Source: an optimization exercise on an open RTL-to-GDS flow (aim: small area and a short achievable clock period). Production flows keep margins and buffers that such runs may drop. Function was not checked in any run shown here: the RTL went through the layout flow alone. Power figures rest on the tool's default switching activity, not on a simulated workload.

[design/flow/design.v]
package pipe_pkg;
  localparam int DEF_DATA_W = 32;
  localparam int DEF_ADDR_W = 5;
  localparam int DEF_PEND_W = 2;
  typedef logic [DEF_ADDR_W-1:0] reg_sel_t;
  typedef logic [DEF_DATA_W-1:0] word_t;
endpackage
import pipe_pkg::*;
module wb_scoreboard (
  input  logic        clk,
  input  logic        reset,
  input  logic [31:0] wdec,
  input  logic [31:0] idec,
  input  logic [31:0] adec,
  input  logic [31:0] bdec,
  output logic        hazard_a,
  output logic        hazard_b,
  output logic        pend_ovf
);
  logic [31:0] w_hz;         
  logic [31:0] w_ovf_hit;
  logic        r_ovf;
  assign w_hz[0]      = 1'b0;
  assign w_ovf_hit[0] = 1'b0;
  for (genvar g = 1; g < 32; g++) begin : g_reg
    logic w_inc, w_dec;
    logic r_g1, r_g0;
    assign w_inc = idec[g] && !wdec[g];
    assign w_dec = wdec[g] && !idec[g];
    always_ff @(posedge clk) begin
      if (reset) begin
        r_g1 <= 1'b0;
        r_g0 <= 1'b0;
      end else if (w_inc) begin       
        r_g1 <= r_g1 | r_g0;
        r_g0 <= !r_g1;
      end else if (w_dec) begin       
        r_g1 <= r_g1 & !r_g0;
        r_g0 <= r_g1;
      end
    end
    assign w_hz[g]      = r_g1 | (r_g0 && !wdec[g]);
    assign w_ovf_hit[g] = w_inc && r_g1 && !r_g0;
  end
  always_ff @(posedge clk) begin
    if (reset)           r_ovf <= 1'b0;
    else if (|w_ovf_hit) r_ovf <= 1'b1;
  end
  assign pend_ovf = r_ovf;
  assign hazard_a = |(w_hz & adec);
  assign hazard_b = |(w_hz & bdec);
endmodule
import pipe_pkg::*;
module wb_g_aoi22 (input logic a1, a2, b1, b2, output logic y);
  assign y = !((a1 & a2) | (b1 & b2));
endmodule
module wb_g_nand4 (input logic a, b, c, d, output logic y);
  assign y = !(a & b & c & d);
endmodule
module wb_g_nor2 (input logic a, b, output logic y);
  assign y = !(a | b);
endmodule
module wb_g_nand2 (input logic a, b, output logic y);
  assign y = !(a & b);
endmodule
module wb_rd_bit (
  input  logic [31:0] d,
  input  logic [31:0] s,
  output logic        y
);
  logic [15:0] w_p;    
  logic [3:0]  w_q;    
  logic [1:0]  w_r;    
  for (genvar i = 0; i < 16; i++) begin : g_p
    wb_g_aoi22 u (.a1(d[2*i]), .a2(s[2*i]), .b1(d[2*i+1]), .b2(s[2*i+1]), .y(w_p[i]));
  end
  for (genvar i = 0; i < 4; i++) begin : g_q
    wb_g_nand4 u (.a(w_p[4*i]), .b(w_p[4*i+1]), .c(w_p[4*i+2]), .d(w_p[4*i+3]), .y(w_q[i]));
  end
  wb_g_nor2  u_r0 (.a(w_q[0]), .b(w_q[1]), .y(w_r[0]));
  wb_g_nor2  u_r1 (.a(w_q[2]), .b(w_q[3]), .y(w_r[1]));
  wb_g_nand2 u_y  (.a(w_r[0]), .b(w_r[1]), .y(y));
endmodule
module wb_dec32 (
  input  logic        en,
  input  logic [4:0]  sel,
  output logic [31:0] y
);
  logic [3:0] w_lo;
  logic [7:0] w_hi;
  for (genvar k = 0; k < 4; k++) begin : g_lo
    assign w_lo[k] = en && (sel[1:0] == 2'(k));
  end
  for (genvar m = 0; m < 8; m++) begin : g_hi
    assign w_hi[m] = (sel[4:2] == 3'(m));
  end
  for (genvar i = 0; i < 32; i++) begin : g_y
    assign y[i] = w_lo[i % 4] && w_hi[i / 4];
  end
endmodule
module wb_regfile
#(
  parameter int DATA_W = DEF_DATA_W,
  parameter int ADDR_W = DEF_ADDR_W,
  parameter int PEND_W = DEF_PEND_W
) (
  input  logic              clk,
  input  logic              reset,
  input  logic              wb_en,
  input  logic [ADDR_W-1:0] wb_sel,
  input  logic [DATA_W-1:0] wb_data,
  input  logic              iss_en,
  input  logic [ADDR_W-1:0] iss_sel,
  input  logic [ADDR_W-1:0] rd_sel_a,
  input  logic [ADDR_W-1:0] rd_sel_b,
  output logic [DATA_W-1:0] rd_data_a,
  output logic [DATA_W-1:0] rd_data_b,
  output logic              hazard_a,
  output logic              hazard_b,
  output logic              pend_ovf
);
  localparam int NREG = 32;
  logic [NREG-1:0]   w_wdec;    
  logic [NREG-1:0]   w_adec, w_bdec, w_idec;
  logic [NREG-1:0]   w_asel, w_bsel;
  logic [DATA_W-1:0] w_wdata;
  logic [DATA_W-1:0][NREG-1:0] w_cols;    
  wb_dec32 u_wdec (.en(wb_en),  .sel(wb_sel),   .y(w_wdec));
  wb_dec32 u_idec (.en(iss_en), .sel(iss_sel),  .y(w_idec));
  wb_dec32 u_adec (.en(1'b1),   .sel(rd_sel_a), .y(w_adec));
  wb_dec32 u_bdec (.en(1'b1),   .sel(rd_sel_b), .y(w_bdec));
  assign w_wdata = reset ? '0 : wb_data;
  for (genvar g = 1; g < NREG; g++) begin : g_reg
    logic [DATA_W-1:0] r_q;
    always_ff @(posedge clk) begin
      if (reset || w_wdec[g]) r_q <= w_wdata;
    end
    for (genvar b = 0; b < DATA_W; b++) begin : g_bit
      assign w_cols[b][g] = r_q[b];
    end
    assign w_asel[g] = w_adec[g] && !w_wdec[g];
    assign w_bsel[g] = w_bdec[g] && !w_wdec[g];
  end
  assign w_asel[0] = wb_en && (wb_sel != '0) && (wb_sel == rd_sel_a);
  assign w_bsel[0] = wb_en && (wb_sel != '0) && (wb_sel == rd_sel_b);
  for (genvar b = 0; b < DATA_W; b++) begin : g_col
    assign w_cols[b][0] = wb_data[b];
    wb_rd_bit u_a (.d(w_cols[b]), .s(w_asel), .y(rd_data_a[b]));
    wb_rd_bit u_b (.d(w_cols[b]), .s(w_bsel), .y(rd_data_b[b]));
  end
  wb_scoreboard u_sb (
    .clk      (clk),
    .reset    (reset),
    .wdec     (w_wdec),
    .idec     (w_idec),
    .adec     (w_adec),
    .bdec     (w_bdec),
    .hazard_a (hazard_a),
    .hazard_b (hazard_b),
    .pend_ovf (pend_ovf)
  );
endmodule
[design/flow/flow/run.sh]
#!/bin/bash
# Standard layout, with port buffers from the plain buffer family and the resizer allowed to
# change a cell's footprint (so those buffers can be sized like any other).
set -o pipefail
bash standard.sh MATCH_CELL_FOOTPRINT=0 "BUFFER_PORTS_ARGS=-buffer_cell sky130_fd_sc_hd__buf_2" finish > flow.log 2>&1
[design/flow/standard.sh]
#!/bin/bash
# synth_recipe.tcl (not shown) runs the flow's synth.tcl, then flattens the netlist and writes it again
# the make line also repeats each setting of config.mk as NAME=value (left out here)
make -C /OpenROAD-flow-scripts/flow DESIGN_CONFIG=/design/flow/config.mk WORK_HOME=/design/flow/orfs CLKGATE_MAP_FILE= SYNTH_SCRIPT=/design/flow/synth_recipe.tcl "${@:-finish}"
[design/flow/config.mk]
export PLATFORM = sky130hd
export DESIGN_NAME = wb_regfile
export DESIGN_NICKNAME = wb_regfile
export VERILOG_FILES = /design/flow/design.v
export SDC_FILE = /design/flow/constraint.sdc
export NUM_CORES = 4
export LEC_CHECK = 0
export ABC_AREA = 1
export CAP_MARGIN = 20
export CORE_MARGIN = 2
export CORE_UTILIZATION = 40
export SLEW_MARGIN = 20
export SYNTH_HIERARCHICAL = 1
export SYNTH_MINIMUM_KEEP_SIZE = 0
[design/flow/constraint.sdc]
create_clock -name core_clock -period 5.5 [get_ports {clk}]
set_input_delay 1.1000 -clock core_clock [delete_from_list [all_inputs] [get_ports {clk}]]
set_output_delay 1.1000 -clock core_clock [all_outputs]
set_load 0.01 [all_outputs]
==> results of run 1 <==
## report_power, final
part,internal (uW),switching (uW)
sequential,9510,298
combinational,315,1040
clock,3950,3320
total,13800,4660
## layer usage
metal | vias to the layer above | wire length, um | track usage (%)
li1 | 23500 | - | -
met4 | 6 | 10200 | 13.2
met2 | 2081 | 91500 | 44.7
met1 | 22600 | 78200 | 33.7
met5 | - | 37 | 0
met3 | 507 | 17300 | 4.29
## cell usage in the layout, fill, tap and decap left out, types with 2 or more instances in the layout
master,count
clkinvlp_4,2
inv_1,1740
dfxtp_1,63
nand3_1,39
or2_4,2
bufinv_16,2
edfxtp_1,992
a211oi_2,11
nor2_1,344
clkbuf_1,31
nand2_1,4159
clkinv_2,29
clkinv_1,30
xnor2_1,2
a21oi_1,33
ha_1,62
buf_12,28
buf_4,168
inv_6,3
nor2_2,24
conb_1,8
o21bai_1,10
buf_2,121
o21ai_0,30
or2_2,29
nor2_4,74
clkinv_16,2
inv_2,18
clkbuf_16,115
buf_16,7
a211oi_1,19
nand2_2,7
## final timing paths
kind / depth (start not counted) / start / to
worst max-delay path: 16 / wb_sel[1] / rd_data_a[10]
worst min-delay path: 2 / u_sb.g_reg[20].r_g0$_SDFFE_PP0P_ / u_sb.g_reg[20].r_g0$_SDFFE_PP0P_
worst max register to register: 7 / register / u_sb.r_ovf$_SDFFE_PP0P_
worst min register to register: 2 / u_sb.g_reg[20].r_g0$_SDFFE_PP0P_ / u_sb.g_reg[20].r_g0$_SDFFE_PP0P_
## sequential cells by signal, indices dropped and copies added, names as in the netlist, named ones only
register	cells
u_sb.r_ovf	1
g.r_q	992
u_sb.g.r_g0	31
## area by class of cell
| type | instances | area (sq um) | share of cell area, % |
|---|---|---|---|
| antenna | 1 | 2.50 | 0.00380 |
| sequential | 1055 | 31000 | 47.1 |
| clock inverter | 69 | 439 | 0.666 |
| tap | 1890 | 2360 | 3.59 |
| clock buffer | 147 | 3010 | 4.56 |
| multi-input combinational | 4856 | 19800 | 30.1 |
| inverter | 1758 | 6600 | 10.0 |
| timing repair buffer | 325 | 2640 | 4.00 |
## through the flow
step / hold slack [ps] / worst slack (ps) / std cells / total power (uW) / utilization, %
2_1_floorplan: 458 / 1420 / 7683 / 10500 / -
3_3_place_gp: 473 / 398 / 9875 / 11300 / 44.0
3_5_place_dp: 477 / 411 / 9879 / 11300 / 44.1
4_1_cts: 485 / 405 / 10100 / 18500 / 46.5
5_1_grt: 513 / 110 / 10100 / 19000 / 46.6
6_report: 489 / 329 / 10100 / 18400 / 46.6
## critical path, cell delays in order
cell and delay (ps):
buf_2 140, nor2_1 110, nand2_1 280, nor2_1 660, nor2_4 250, buf_4 250, nand2_1 60, nand2_1 50
inv_1 50, nand2_1 50, inv_1 60, nand2_1 80, nor2_1 440, buf_4 210, nand2_1 100, buf_2 160
==> flow_summary_export.csv, run 1 <==
group,metric,value,unit
outcome,status,"timing/DRC/antenna clean",
floorplan,die_area,0.145,sq mm
drt,drc_errors,0,
floorplan,dieWidth,381,um
logic_synthesis,syn-cell-area,0.0570,sq mm
clocking,numCtsBuffers,114,
clocking,root_buffer,"clkbuf_16",
global_route,first_global_vias,46400,
worst_setup_path,cp.arrival,4070,ps
cells_and_area,area_growth,15.8,%
worst_setup_path,required,4400,ps
clocking,clk_pin_slew_worst_paths,60,ps
logic_synthesis,ys_warn_count,8,
drt,drtAntennaViolNets,0,
power_and_ir_drop,power.leakage,0.0316,uW
timing,fin_setup_tns,0,ps
power_and_ir_drop,vdd_drop_max,0.263,mV
timing,slew_viol_final,0,
drt,dr_total_vias,48700,
clocking,h-tree-depth,3,
global_route,overflow,0,
power_and_ir_drop,powerDensity,280,mW/mm^2
worst_setup_path,worstSetupPathType,"in2out",
global_route,antenna_found_initial,9,
floorplan,rows,138,
logic_synthesis,synth_area_per_cell,7.42,sq um
placed_design,gp_congestion,0.944,
clocking,cts_setup_buffers,0,
hold_path,hold_class,"reg2reg",
worst_setup_path,end_kind,"output pin",
worst_setup_path,r2r_setup_slack,4150,ps
placed_design,dpl-instance-area,0.0624,sq mm
drt,wl,197000,um
clocking,cts_hold_buf,0,
cells_and_area,drive_gt1_share,7.87,%
floorplan,initial_utilization,40.3,%
clocking,ctsResizeCount,0,
drt,detail_route.first_pass.iterations,7,
drt,drt-wirelength-per-cell,19.5,um
global_route,grt_pass1_wl,287000,um
logic_synthesis,netlist_instances,7676,
worst_setup_path,cp_max_fo,9,
drt,vias_per_cell,4.82,
timing,fmax,193,MHz
floorplan,ioPinCount,123,
clocking,cts_tree,"built",
floorplan,coreArea,0.141,sq mm
worst_setup_path,cp-start-kind,"input pin",
global_route,grt_max_degree,70,
clocking,clock_sinks,1055,
flow_run,maxCapViolCount,0,
timing,worst_pin_slew,1190,ps
placed_design,dp_hpwl,130000,um
cells_and_area,finalInstanceArea,0.0659,sq mm
timing,rsz0062_at_grt,"no",
placed_design,io_buffers,122,
timing,finalClockSkew,18.9,ps
timing,final_hold_viol_count,0,
timing,report.final.setup_viol,0,
drt,first_iter_violations,4872,
global_route,grt.total_usage,26.8,%
cells_and_area,nets,8228,
floorplan,die_h,381,um
timing,fin_crit,5170,ps
timing,post-route-period-util,94.0,%
clocking,clk_path_buf_depth,3,
timing,relSlewSlack,20.3,%
cells_and_area,final.fill_count,13700,
clocking,clk-insertion-delay-late,740,ps
==> run 2: changes to the inputs <==
--- a/design/flow/design.v
+++ b/design/flow/design.v
@@ -8,2 +8,24 @@
 import pipe_pkg::*;
+module wb_sb_cnt (
+  input  logic clk,
+  input  logic reset,
+  input  logic inc,       
+  input  logic dec,       
+  input  logic wb,        
+  output logic hz,        
+  output logic ovf_hit    
+);
+  logic r_g1, r_g0;
+  always_ff @(posedge clk) begin
+    if (reset) begin
+      r_g1 <= 1'b0;
+      r_g0 <= 1'b0;
+    end else begin
+      r_g1 <= (r_g1 & !(dec & r_g0)) | (inc & r_g0);
+      r_g0 <= dec ? r_g1 : (inc ? !r_g1 : r_g0);
+    end
+  end
+  assign hz      = r_g1 | (r_g0 & !wb);
+  assign ovf_hit = inc & r_g1 & !r_g0;
+endmodule
 module wb_scoreboard (
@@ -19,3 +41,3 @@
 );
-  logic [31:0] w_hz;         
+  logic [31:0] w_hz;
   logic [31:0] w_ovf_hit;
@@ -25,20 +47,7 @@
   for (genvar g = 1; g < 32; g++) begin : g_reg
-    logic w_inc, w_dec;
-    logic r_g1, r_g0;
-    assign w_inc = idec[g] && !wdec[g];
-    assign w_dec = wdec[g] && !idec[g];
-    always_ff @(posedge clk) begin
-      if (reset) begin
-        r_g1 <= 1'b0;
-        r_g0 <= 1'b0;
-      end else if (w_inc) begin       
-        r_g1 <= r_g1 | r_g0;
-        r_g0 <= !r_g1;
-      end else if (w_dec) begin       
-        r_g1 <= r_g1 & !r_g0;
-        r_g0 <= r_g1;
-      end
-    end
-    assign w_hz[g]      = r_g1 | (r_g0 && !wdec[g]);
-    assign w_ovf_hit[g] = w_inc && r_g1 && !r_g0;
+    wb_sb_cnt u_cnt (
+      .clk(clk), .reset(reset),
+      .inc(idec[g] & !wdec[g]), .dec(wdec[g] & !idec[g]), .wb(wdec[g]),
+      .hz(w_hz[g]), .ovf_hit(w_ovf_hit[g])
+    );
   end
@@ -49,12 +58,6 @@
   assign pend_ovf = r_ovf;
-  assign hazard_a = |(w_hz & adec);
-  assign hazard_b = |(w_hz & bdec);
+  wb_rd_bit u_hza (.d(w_hz), .s(adec), .y(hazard_a));
+  wb_rd_bit u_hzb (.d(w_hz), .s(bdec), .y(hazard_b));
 endmodule
 import pipe_pkg::*;
-module wb_g_aoi22 (input logic a1, a2, b1, b2, output logic y);
-  assign y = !((a1 & a2) | (b1 & b2));
-endmodule
-module wb_g_nand4 (input logic a, b, c, d, output logic y);
-  assign y = !(a & b & c & d);
-endmodule
 module wb_g_nor2 (input logic a, b, output logic y);
@@ -65,2 +68,9 @@
 endmodule
+module wb_or8 (
+  input  logic [7:0] d,
+  input  logic [7:0] s,
+  output logic       y
+);
+  assign y = |(d & s);
+endmodule
 module wb_rd_bit (
@@ -70,10 +80,6 @@
 );
-  logic [15:0] w_p;    
-  logic [3:0]  w_q;    
-  logic [1:0]  w_r;    
-  for (genvar i = 0; i < 16; i++) begin : g_p
-    wb_g_aoi22 u (.a1(d[2*i]), .a2(s[2*i]), .b1(d[2*i+1]), .b2(s[2*i+1]), .y(w_p[i]));
-  end
+  logic [3:0]  w_q;
+  logic [1:0]  w_r;
   for (genvar i = 0; i < 4; i++) begin : g_q
-    wb_g_nand4 u (.a(w_p[4*i]), .b(w_p[4*i+1]), .c(w_p[4*i+2]), .d(w_p[4*i+3]), .y(w_q[i]));
+    wb_or8 u (.d(d[8*i +: 8]), .s(s[8*i +: 8]), .y(w_q[i]));
   end
==> design/flow/flow/run.sh (replaced) <==
#!/bin/bash
# Standard layout, with port buffers from the plain buffer family, the resizer allowed to
# change a cell's footprint, and power (area) recovery on non-critical gates after routing.
set -o pipefail
bash standard.sh MATCH_CELL_FOOTPRINT=0 "BUFFER_PORTS_ARGS=-buffer_cell sky130_fd_sc_hd__buf_2" RECOVER_POWER=100 finish > flow.log 2>&1
--- a/design/flow/config.mk
+++ b/design/flow/config.mk
@@ -7,6 +7,7 @@
 export LEC_CHECK = 0
-export ABC_AREA = 1
 export CAP_MARGIN = 20
 export CORE_MARGIN = 2
-export CORE_UTILIZATION = 40
+export CORE_UTILIZATION = 60
+export CTS_BUF_LIST = sky130_fd_sc_hd__clkbuf_8
+export SETUP_SLACK_MARGIN = 1.5
 export SLEW_MARGIN = 20
==> flow_summary_export.csv, run 2 <==
group,metric,value,unit
outcome,status,"finished with violations",
outcome,so_faults,"capacitance limit, slew limit",
timing,final_hold_viol_count,0,
worst_setup_path,cpPeakStageDelay,1530,ps
worst_setup_path,cpMaxStageDelayCell,"clkbuf_2",
timing,fin_setup_tns,0,ps
clocking,h-tree-depth,4,
cells_and_area,reg_top3,"g.r_q (992), u_sb.g.u_cnt.r_g0 (31), u_sb.g.u_cnt.r_g1 (31)",
hold_path,hold_class,"reg2reg",
logic_synthesis,ys_warn_count,9,
global_route,antenna_found_initial,14,
cells_and_area,largest_register_ffs,992,
timing,fin_crit,5030,ps
placed_design,dpl-instance-area,0.0496,sq mm
clocking,clk-insertion-delay-late,840,ps
timing,finalClockSkew,25.0,ps
cells_and_area,nets,4099,
drt,dr_total_vias,40400,
placed_design,dp_cells,4560,
worst_setup_path,cp_cell_sequence,"clkbuf_2 -> or2_0 -> clkbuf_1",
clocking,root_buffer,"clkbuf_8",
worst_setup_path,cp_max_fo,109,
timing,fmax,199,MHz
worst_setup_path,end_kind,"register",
placed_design,dp_hpwl,99800,um
global_route,first_global_vias,38800,
worst_setup_path,r2r_setup_slack,3390,ps
cells_and_area,layout_commonest_cell,"edfxtp_1",
worst_setup_path,required,5930,ps
clocking,numCtsBuffers,168,
cells_and_area,multi_input_area,0.0174,sq mm
cells_and_area,final-seq-area,0.0310,sq mm
cells_and_area,final.fill_count,4570,
flow_run,maxCapViolCount,43,
floorplan,die_h,281,um
timing,post-route-period-util,91.4,%
cells_and_area,final_cells,5212,
power_and_ir_drop,powerDensity,299,mW/mm^2
placed_design,gp_congestion,0.917,
clocking,cts_hold_buf,0,
worst_setup_path,crit_path_start,"reset",
logic_synthesis,synth_area_per_cell,14.0,sq um
drt,first_iter_violations,7529,
timing,slew_viol_final,1241,
placed_design,io_buffers,122,
clocking,clk_pin_slew_worst_paths,60,ps
worst_setup_path,r2r_cells,5,
global_route,grt.total_usage,48.5,%
timing,relSlewSlack,-130,%
floorplan,ioPinCount,123,
worst_setup_path,cp.arrival,5450,ps
drt,drt-wirelength-per-cell,37.5,um
clocking,clock_sinks,1055,
worst_setup_path,worstSetupPathType,"in2reg",
logic_synthesis,syn-cell-area,0.0460,sq mm
drt,drtAntennaViolNets,0,
cells_and_area,area_growth,27.2,%
power_and_ir_drop,power.leakage,0.0198,uW
drt,wl,196000,um
clocking,clk_path_buf_depth,3,
cells_and_area,drive_gt1_share,29.8,%
drt,detail_route.first_pass.iterations,9,
power_and_ir_drop,vdd_drop_max,0.270,mV
cells_and_area,finalInstanceArea,0.0585,sq mm
clocking,cts_tree,"built",
floorplan,initial_utilization,60.5,%
cells_and_area,top_register,"g.r_q",
global_route,grt_pass1_wl,269000,um
floorplan,rows,101,
hold_path,worstHoldStart,"u_sb.g_reg[7].u_cnt.r_g0$_SDFFE_PP0P_",
timing,rsz0062_at_grt,"yes",
worst_setup_path,cp-start-kind,"input pin",
cells_and_area,final_cell_mix,"edfxtp_1 (992), a22oi_1 (909), nand4_1 (270)",
timing,worst_pin_slew,3450,ps
floorplan,dieWidth,281,um
floorplan,coreArea,0.0759,sq mm
drt,drc_errors,0,
global_route,overflow,0,
drt,vias_per_cell,7.75,
timing,report.final.setup_viol,0,
worst_setup_path,r2r_start,"u_sb.g_reg[30].u_cnt.r_g1$_SDFF_PP0_",
floorplan,die_area,0.0788,sq mm
global_route,grt_max_degree,110,
power_and_ir_drop,power,17500,uW
hold_path,hold_depth,2,
logic_synthesis,netlist_instances,3291,
run 2: power breakdown:
part	switching [uW]	internal [uW]
logic	979	339
registers	383	9550
clock network	3260	3000
total	4620	12900
run 2: final timing paths:
path                                               to
setup reg to reg              u_sb.r_ovf$_SDFFE_PP0P_
setup / recovery          g_reg[25].r_q[31]$_DFFE_PP_
hold / removal    u_sb.g_reg[7].u_cnt.r_g1$_SDFF_PP0_
hold reg to reg   u_sb.g_reg[7].u_cnt.r_g1$_SDFF_PP0_
run 2: layout make-up:
| type | count | area share (%) |
|---|---|---|
| Multi-Input combinational cell | 2243 | 29.7 |
| Timing Repair Buffer | 544 | 9.61 |
| Clock inverter | 128 | 1.15 |
| Antenna cell | 11 | 0.0471 |
| Clock buffer | 170 | 4.00 |
| Tap cell | 1030 | 2.20 |
| Sequential cell | 1055 | 53.1 |
| Inverter | 31 | 0.199 |
run 2: timing repair:
item / CTS / global route
endpoints found under the setup margin: 66 / 66
gates resized for setup: 471 / 148
pin swaps: 165 / 155
cloned: 46 / 5
buffers inserted: 261 / 31
run 2: critical path: cells and delay by family:
family | cells | cell delay [ps]
buffers and inverters | 2 | 2700
and+or+nand+nor | 1 | 1510
run 2: stage by stage:
step | hold WS (ps) | worst slack (ps) | util, %
floorplan | 470 | 1580 | -
global placement | 484 | 495 | 65.2
detailed placement | 500 | 465 | 65.2
CTS | 506 | 1160 | 76.4
global route | 528 | 530 | 77.0
finish | 509 | 473 | 77.0
run 2: metal layers:
layer,vias up,track usage [%],routed length [um]
met5,-,0,53
met3,1099,19.3,34500
met4,8,33.3,17600
li1,15500,-,-
met2,4351,69.3,81100
met1,19400,60.8,62400

-- afterwards: timing with drivers on the ports --
No port has a modelled driver above. Below, the same layouts with a new extraction and two added sets of constraints. Step 1 (the two cells are an assumption about what drives the block):
set clk [get_ports {clk}]
set_driving_cell -lib_cell sky130_fd_sc_hd__clkbuf_16 $clk
set_driving_cell -lib_cell sky130_fd_sc_hd__buf_2 [delete_from_list [all_inputs] $clk]
Step 2 also shifts input and output timing later by t, the mid clock arrival at the registers, as if the neighbouring blocks saw the same clock. a / b / c = ideal ports / drivers / drivers and shift; a / b = the first two.
| run | shift t [ns] | setup slack, ns | hold slack, ns | worst setup path after step 2 | worst data-port slew with drivers (ns) |
|---|---|---|---|---|---|
| run 1 | 0.796 | 0.329 / 0.311 / 0.311 | 0.489 / 0.489 / 0.489 | input to output | 0.08 |
| run 2 | 0.907 | 0.473 / 0.439 / -0.382 | 0.509 / 0.509 / 0.509 | input to register | 0.15 |
The setup slack of run 2, which loses most, moves by -0.034 ns with the drivers and by -0.855 ns with both steps.
